From an optimization exercise on the open Yosys and OpenROAD flow, aimed at small area, a short achievable clock period and few clock cycles; shortcuts taken in it are not production practice. Where RTL was checked, it was by simulation tests only, not by an equivalence proof against the original.

try-xenon:
==> flow/design.v <==
`timescale 1ns/1ns
module mac8b (
  input  logic [7:0] x,
  input  logic [3:0] one,
  input  logic [3:0] two,
  input  logic [3:0] neg,
  input  logic [7:0] acc,
  output logic [7:0] s
);
  logic [7:0] pp0;
  logic [5:0] pp1;
  logic [3:0] pp2;
  logic [1:0] pp3;
  logic [7:0] row_a, row_b;
  logic t1, t2, t3, t4, t5, t6, t7, t8, t9, t10, t11, t12, t13, t14, t15, t16, t17, t18, t19, t20, t21, t22, t23, t24, t25, t26, t27, t28, t29, t30, t31, t32, t33, t34, t35, t36;
  assign pp0[0] = ((one[0] & x[0]) | (two[0] & 1'b0)) ^ neg[0];
  assign pp0[1] = ((one[0] & x[1]) | (two[0] & x[0])) ^ neg[0];
  assign pp0[2] = ((one[0] & x[2]) | (two[0] & x[1])) ^ neg[0];
  assign pp0[3] = ((one[0] & x[3]) | (two[0] & x[2])) ^ neg[0];
  assign pp0[4] = ((one[0] & x[4]) | (two[0] & x[3])) ^ neg[0];
  assign pp0[5] = ((one[0] & x[5]) | (two[0] & x[4])) ^ neg[0];
  assign pp0[6] = ((one[0] & x[6]) | (two[0] & x[5])) ^ neg[0];
  assign pp0[7] = ((one[0] & x[7]) | (two[0] & x[6])) ^ neg[0];
  assign pp1[0] = ((one[1] & x[0]) | (two[1] & 1'b0)) ^ neg[1];
  assign pp1[1] = ((one[1] & x[1]) | (two[1] & x[0])) ^ neg[1];
  assign pp1[2] = ((one[1] & x[2]) | (two[1] & x[1])) ^ neg[1];
  assign pp1[3] = ((one[1] & x[3]) | (two[1] & x[2])) ^ neg[1];
  assign pp1[4] = ((one[1] & x[4]) | (two[1] & x[3])) ^ neg[1];
  assign pp1[5] = ((one[1] & x[5]) | (two[1] & x[4])) ^ neg[1];
  assign pp2[0] = ((one[2] & x[0]) | (two[2] & 1'b0)) ^ neg[2];
  assign pp2[1] = ((one[2] & x[1]) | (two[2] & x[0])) ^ neg[2];
  assign pp2[2] = ((one[2] & x[2]) | (two[2] & x[1])) ^ neg[2];
  assign pp2[3] = ((one[2] & x[3]) | (two[2] & x[2])) ^ neg[2];
  assign pp3[0] = ((one[3] & x[0]) | (two[3] & 1'b0)) ^ neg[3];
  assign pp3[1] = ((one[3] & x[1]) | (two[3] & x[0])) ^ neg[3];
  assign t1 = pp0[4] ^ pp1[2];
  assign t2 = pp0[4] & pp1[2];
  assign t3 = pp0[5] ^ pp1[3];
  assign t4 = pp0[5] & pp1[3];
  assign t5 = pp0[6] ^ pp1[4] ^ pp2[2];
  assign t6 = (pp0[6] & pp1[4]) | (pp0[6] & pp2[2]) | (pp1[4] & pp2[2]);
  assign t7 = pp3[0] ^ neg[3];
  assign t8 = pp3[0] & neg[3];
  assign t9 = pp0[7] ^ pp1[5] ^ pp2[3];
  assign t10 = pp3[1] ^ acc[7];
  assign t11 = pp0[2] ^ pp1[0];
  assign t12 = pp0[2] & pp1[0];
  assign t13 = pp0[3] ^ pp1[1];
  assign t14 = pp0[3] & pp1[1];
  assign t15 = t1 ^ pp2[0] ^ neg[2];
  assign t16 = (t1 & pp2[0]) | (t1 & neg[2]) | (pp2[0] & neg[2]);
  assign t17 = t3 ^ pp2[1] ^ acc[5];
  assign t18 = (t3 & pp2[1]) | (t3 & acc[5]) | (pp2[1] & acc[5]);
  assign t19 = t5 ^ t7 ^ acc[6];
  assign t20 = (t5 & t7) | (t5 & acc[6]) | (t7 & acc[6]);
  assign t21 = t9 ^ t10 ^ t6;
  assign t22 = pp0[0] ^ neg[0];
  assign t23 = pp0[0] & neg[0];
  assign t24 = pp0[1] ^ acc[1];
  assign t25 = pp0[1] & acc[1];
  assign t26 = t11 ^ neg[1] ^ acc[2];
  assign t27 = (t11 & neg[1]) | (t11 & acc[2]) | (neg[1] & acc[2]);
  assign t28 = t13 ^ acc[3] ^ t12;
  assign t29 = (t13 & acc[3]) | (t13 & t12) | (acc[3] & t12);
  assign t30 = t15 ^ acc[4] ^ t14;
  assign t31 = (t15 & acc[4]) | (t15 & t14) | (acc[4] & t14);
  assign t32 = t17 ^ t2 ^ t16;
  assign t33 = (t17 & t2) | (t17 & t16) | (t2 & t16);
  assign t34 = t19 ^ t4 ^ t18;
  assign t35 = (t19 & t4) | (t19 & t18) | (t4 & t18);
  assign t36 = t21 ^ t8 ^ t20;
  assign row_a = {t36, t34, t32, t30, t28, t26, t24, t22};
  assign row_b = {t35, t33, t31, t29, t27, t25, t23, acc[0]};
  assign s = row_a + row_b;
endmodule
`timescale 1ns/1ns
module acc_top (
  input  logic        clk,
  input  logic        arst_n,
  input  logic        reg_wr_en,
  input  logic [2:0]  reg_wr_addr,
  input  logic [31:0] reg_wr_data,
  input  logic [2:0]  reg_rd_addr,
  output logic [31:0] reg_rd_data,
  output logic        mem_req,
  output logic [15:0] mem_addr,
  input  logic        mem_gnt,
  input  logic        mem_rvalid,
  input  logic [31:0] mem_rdata,
  output logic        out_valid,
  output logic [31:0] out_data,
  output logic        out_last,
  input  logic        out_credit
);
  logic [15:0] k_base, k_len, x_base, x_len, a_base, a_len;
  logic        busy;
  logic [7:0]  done_cnt;
  logic        ctrl_go;
  logic        job_done;
  assign ctrl_go = reg_wr_en && (reg_wr_addr == 3'd6) && reg_wr_data[0] && !busy;
  always_ff @(posedge clk or negedge arst_n) begin
    if (!arst_n) begin
      k_base <= '0;
      k_len  <= '0;
      x_base <= '0;
      x_len  <= '0;
      a_base <= '0;
      a_len  <= '0;
    end else if (reg_wr_en) begin
      case (reg_wr_addr)
        3'd0: k_base <= reg_wr_data[15:0];
        3'd1: k_len  <= reg_wr_data[15:0];
        3'd2: x_base <= reg_wr_data[15:0];
        3'd3: x_len  <= reg_wr_data[15:0];
        3'd4: a_base <= reg_wr_data[15:0];
        3'd5: a_len  <= reg_wr_data[15:0];
        default: ;
      endcase
    end
  end
  always_ff @(posedge clk or negedge arst_n) begin
    if (!arst_n) begin
      busy     <= 1'b0;
      done_cnt <= '0;
    end else if (ctrl_go) begin
      busy <= 1'b1;
    end else if (job_done) begin
      busy     <= 1'b0;
      done_cnt <= done_cnt + 1'b1;
    end
  end
  always_comb begin
    reg_rd_data = '0;
    case (reg_rd_addr)
      3'd0: reg_rd_data[15:0] = k_base;
      3'd1: reg_rd_data[15:0] = k_len;
      3'd2: reg_rd_data[15:0] = x_base;
      3'd3: reg_rd_data[15:0] = x_len;
      3'd4: reg_rd_data[15:0] = a_base;
      3'd5: reg_rd_data[15:0] = a_len;
      3'd6: begin
        reg_rd_data[0]    = busy;
        reg_rd_data[15:8] = done_cnt;
      end
      default: ;
    endcase
  end
  logic [15:0] kp, xp, ap;    
  logic [15:0] pairs_left;    
  logic        iss_x;         
  logic        iss_a;         
  logic        iss_end;       
  logic [2:0]  a_req;         
  logic [2:0]  outst;         
  logic [2:0]  credits;       
  logic        grant;
  logic [15:0] addr_inc;
  assign mem_req  = busy && !iss_end && (outst <= 3'd5) && (!iss_a || (credits != 3'd0));
  assign mem_addr = iss_a ? ap : (iss_x ? xp : kp);
  assign grant    = mem_req && mem_gnt;
  assign addr_inc = mem_addr + 1'b1;
  always_ff @(posedge clk) begin
    if (ctrl_go) begin
      kp         <= k_base;
      xp         <= x_base;
      ap         <= a_base;
      pairs_left <= k_len;
      iss_x      <= 1'b0;
      iss_a      <= 1'b0;
      iss_end    <= 1'b0;
      a_req      <= '0;
    end else if (grant) begin
      if (iss_a) begin
        ap    <= addr_inc;
        a_req <= a_req + 1'b1;
        if (a_req == 3'd3) iss_end <= 1'b1;
      end else if (!iss_x) begin
        kp    <= addr_inc;
        iss_x <= 1'b1;
      end else begin
        xp         <= addr_inc;
        iss_x      <= 1'b0;
        pairs_left <= pairs_left - 1'b1;
        if (pairs_left == 16'd1) iss_a <= 1'b1;
      end
    end
  end
  always_ff @(posedge clk or negedge arst_n) begin
    if (!arst_n) begin
      outst   <= '0;
      credits <= 3'd4;
    end else begin
      outst   <= outst + 3'(grant) - 3'(mem_rvalid);
      credits <= credits - 3'(grant && iss_a) + 3'(out_credit);
    end
  end
  logic        rsp_a;       
  logic        rsp_x;       
  logic [2:0]  a_rsp;       
  logic [2:0]  a_out;       
  logic        rv_k, rv_x, rv_a;
  logic [31:0] k_reg;       
  logic [31:0] x_reg;       
  assign rsp_a = (outst <= a_req);
  assign rv_a  = mem_rvalid && rsp_a;
  assign rv_k  = mem_rvalid && !rsp_a && !rsp_x;
  assign rv_x  = mem_rvalid && !rsp_a && rsp_x;
  always_ff @(posedge clk) begin
    if (ctrl_go) begin
      rsp_x <= 1'b0;
      a_rsp <= '0;
    end else begin
      if (rv_k || rv_x) rsp_x <= !rsp_x;
      if (rv_a) a_rsp <= a_rsp + 1'b1;
    end
    if (rv_k || (rv_a && !a_rsp[0])) k_reg <= mem_rdata;
    if (rv_x || (rv_a && a_rsp[0]))  x_reg <= mem_rdata;
  end
  logic        par;
  logic        first;       
  logic        mac1, mac2;  
  logic [15:0] k_sel;       
  logic [23:0] k_op;        
  logic [7:0]  ring_a [4][2];
  logic [7:0]  ring_b [4][2];
  always_ff @(posedge clk or negedge arst_n) begin
    if (!arst_n) begin
      mac1 <= 1'b0;
      mac2 <= 1'b0;
    end else begin
      mac1 <= rv_x;
      mac2 <= mac1;
    end
  end
  always_ff @(posedge clk) begin
    par <= ctrl_go ? 1'b0 : !par;
    if (ctrl_go) first <= 1'b1;
    else if (mac2) first <= 1'b0;
    k_op <= {booth(k_sel[15:8]), booth(k_sel[7:0])};
  end
  assign k_sel = !(rv_x || mac1) ? 16'd0 : (par ? k_reg[15:0] : k_reg[31:16]);
  function automatic logic [11:0] booth(input logic [7:0] k);
    logic [8:0] e;
    logic [3:0] one, two, neg;
    e = {k, 1'b0};
    for (int i = 0; i < 4; i++) begin
      one[i] = e[2*i+1] ^ e[2*i];
      two[i] = (e[2*i+2] & !e[2*i+1] & !e[2*i]) | (!e[2*i+2] & e[2*i+1] & e[2*i]);
      neg[i] = e[2*i+2];
    end
    booth = {neg, two, one};
  endfunction
  for (genvar r = 0; r < 4; r++) begin : g_row
    for (genvar j = 0; j < 2; j++) begin : g_unit
      logic [7:0] base;
      logic [7:0] sum;
      assign base = first ? 8'd0 : ring_a[r][j];
      mac8b u_mac (
        .x(x_reg[8*r +: 8]),
        .one(k_op[12*j +: 4]), .two(k_op[12*j+4 +: 4]), .neg(k_op[12*j+8 +: 4]),
        .acc(base), .s(sum)
      );
      always_ff @(posedge clk) begin
        ring_a[r][j] <= ring_b[r][j];
        ring_b[r][j] <= sum;
      end
    end
  end
  logic [1:0]  oc;
  logic        in_a;
  logic        col_busy;
  logic [31:0] psum;
  assign oc       = a_out[1:0];
  assign col_busy = mac2 && in_a;    
  assign psum     = oc[0] ? x_reg : k_reg;
  always_comb begin
    for (int r = 0; r < 4; r++) begin
      out_data[8*r +: 8] = (in_a ? ring_a[r][oc[0]] : ring_b[r][oc[0]]) + psum[8*r +: 8];
    end
  end
  assign out_valid = busy && (a_rsp != a_out) && !col_busy;
  assign out_last  = (oc == 2'd3);
  assign job_done  = out_valid && out_last;
  always_ff @(posedge clk) begin
    if (ctrl_go) begin
      a_out <= '0;
      in_a  <= 1'b1;
    end else if (out_valid) begin
      a_out <= a_out + 1'b1;
      in_a  <= ((oc[1] ^ oc[0]) == !par);
    end else begin
      in_a  <= (oc[1] == !par);
    end
  end
endmodule
export LEC_CHECK = 0
export ABC_CLOCK_PERIOD_IN_PS = 3000
export CAP_MARGIN = 20
export CORE_MARGIN = 2
export CORE_UTILIZATION = 40
export SETUP_SLACK_MARGIN = 2.8
export SLEW_MARGIN = 20
create_clock -name core_clock -period 6.0 [get_ports {clk}]
run.sh (not shown) runs the stock make flow with config.mk's settings and CLKGATE_MAP_FILE= SYNTH_SCRIPT=/design/flow/synth_recipe.tcl, a recipe that flattens the netlist after the stock synthesis.
What try-maple does differently from try-xenon at the input level:
-- flow/design.v --
<<< try-xenon, line 274
  assign col_busy = mac2 && in_a;    
  assign psum     = oc[0] ? x_reg : k_reg;
  always_comb begin
    for (int r = 0; r < 4; r++) begin
      out_data[8*r +: 8] = (in_a ? ring_a[r][oc[0]] : ring_b[r][oc[0]]) + psum[8*r +: 8];
    end
  end
  assign out_valid = busy && (a_rsp != a_out) && !col_busy;
  assign out_last  = (oc == 2'd3);
  assign job_done  = out_valid && out_last;
  always_ff @(posedge clk) begin
    if (ctrl_go) begin
      a_out <= '0;
      in_a  <= 1'b1;
    end else if (out_valid) begin
      a_out <= a_out + 1'b1;
      in_a  <= ((oc[1] ^ oc[0]) == !par);
>>> try-maple, line 274
  assign col_busy = mac2 && in_a;    
  assign psum     = oc[0] ? x_reg : k_reg;
  logic        emit;
  logic [31:0] sum_out;
  always_comb begin
    for (int r = 0; r < 4; r++) begin
      sum_out[8*r +: 8] = (in_a ? ring_a[r][oc[0]] : ring_b[r][oc[0]]) + psum[8*r +: 8];
    end
  end
  assign emit = busy && (a_rsp != a_out) && !col_busy;
  always_ff @(posedge clk or negedge arst_n) begin
    if (!arst_n) out_valid <= 1'b0;
    else         out_valid <= emit;
  end
  always_ff @(posedge clk) begin
    out_data <= sum_out;
    out_last <= (oc == 2'd3);
  end
  assign job_done = out_valid && out_last;
  always_ff @(posedge clk) begin
    if (ctrl_go) begin
      a_out <= '0;
      in_a  <= 1'b1;
    end else if (emit) begin
      a_out <= a_out + 1'b1;
      in_a  <= ((oc[1] ^ oc[0]) == !par);
Delta (try-maple minus try-xenon): worst reg-to-reg path cell count went down by 2. Lower first-pass GRT wire length goes to try-xenon over try-maple. In the tables for try-xenon and try-maple, normalized max-slew margin reads higher with try-xenon. try-maple against try-xenon: TritonCTS buffer count increased by 3 relative to the old numbers; iteration-0 DRC count of the detailed router now sits higher; time the final worst path needs with I/O delays and setup moved down. Going from try-xenon to try-maple, critical path depth shrinks by 3. try-xenon -> try-maple: count of clock-buffer cells in the layout increased by more than 10%. Wire length reported by the detailed router: higher on try-maple. Of try-xenon and try-maple, the run reporting the higher synthesized-area fraction occupied by xor and xnor cells was try-xenon. The critical path's slowest cell comes out sky130_fd_sc_hd__mux4_2 in one run and sky130_fd_sc_hd__clkinvlp_4 in the other, namely in try-xenon and try-maple respectively.
Testbench counts of try-maple, summed over its fixed seeds: cycles 9,964.
Only the layout flow was run in try-xenon; the RTL was not checked for function there.

==> port drivers added, routing unchanged <==
Ports are ideal in the flow. The routed layouts listed here were re-timed in OpenROAD. Step 1 assumes that a clkbuf_16 drives the clock port and a buf_2 every other input. Step 2 moves the port delays by t, midway between the first and last clock arrival at a register: inputs arrive t later, outputs are due t later. That takes back most of the time a late clock gives input paths. Slacks: no drivers / after step 1 / after step 2; pairs: no drivers / after step 1.
run	shift t [ns]	setup slack, ns	worst hold slack (ns)	slew at the worst register clock pin (ns)	worst slew at a driven data input, ns
try-xenon	0.668	1.594 / 1.538 / 2.207	0.326 / 0.326 / 0.326	0.07 / 0.07	0.22
try-maple	0.673	2.407 / 2.345 / 2.345	0.333 / 0.333 / 0.333	0.07 / 0.07	0.12
After both steps every run listed still meets setup and hold. The setup slack of try-maple, which loses most, moves by -0.062 ns with the drivers and by -0.062 ns with both steps.
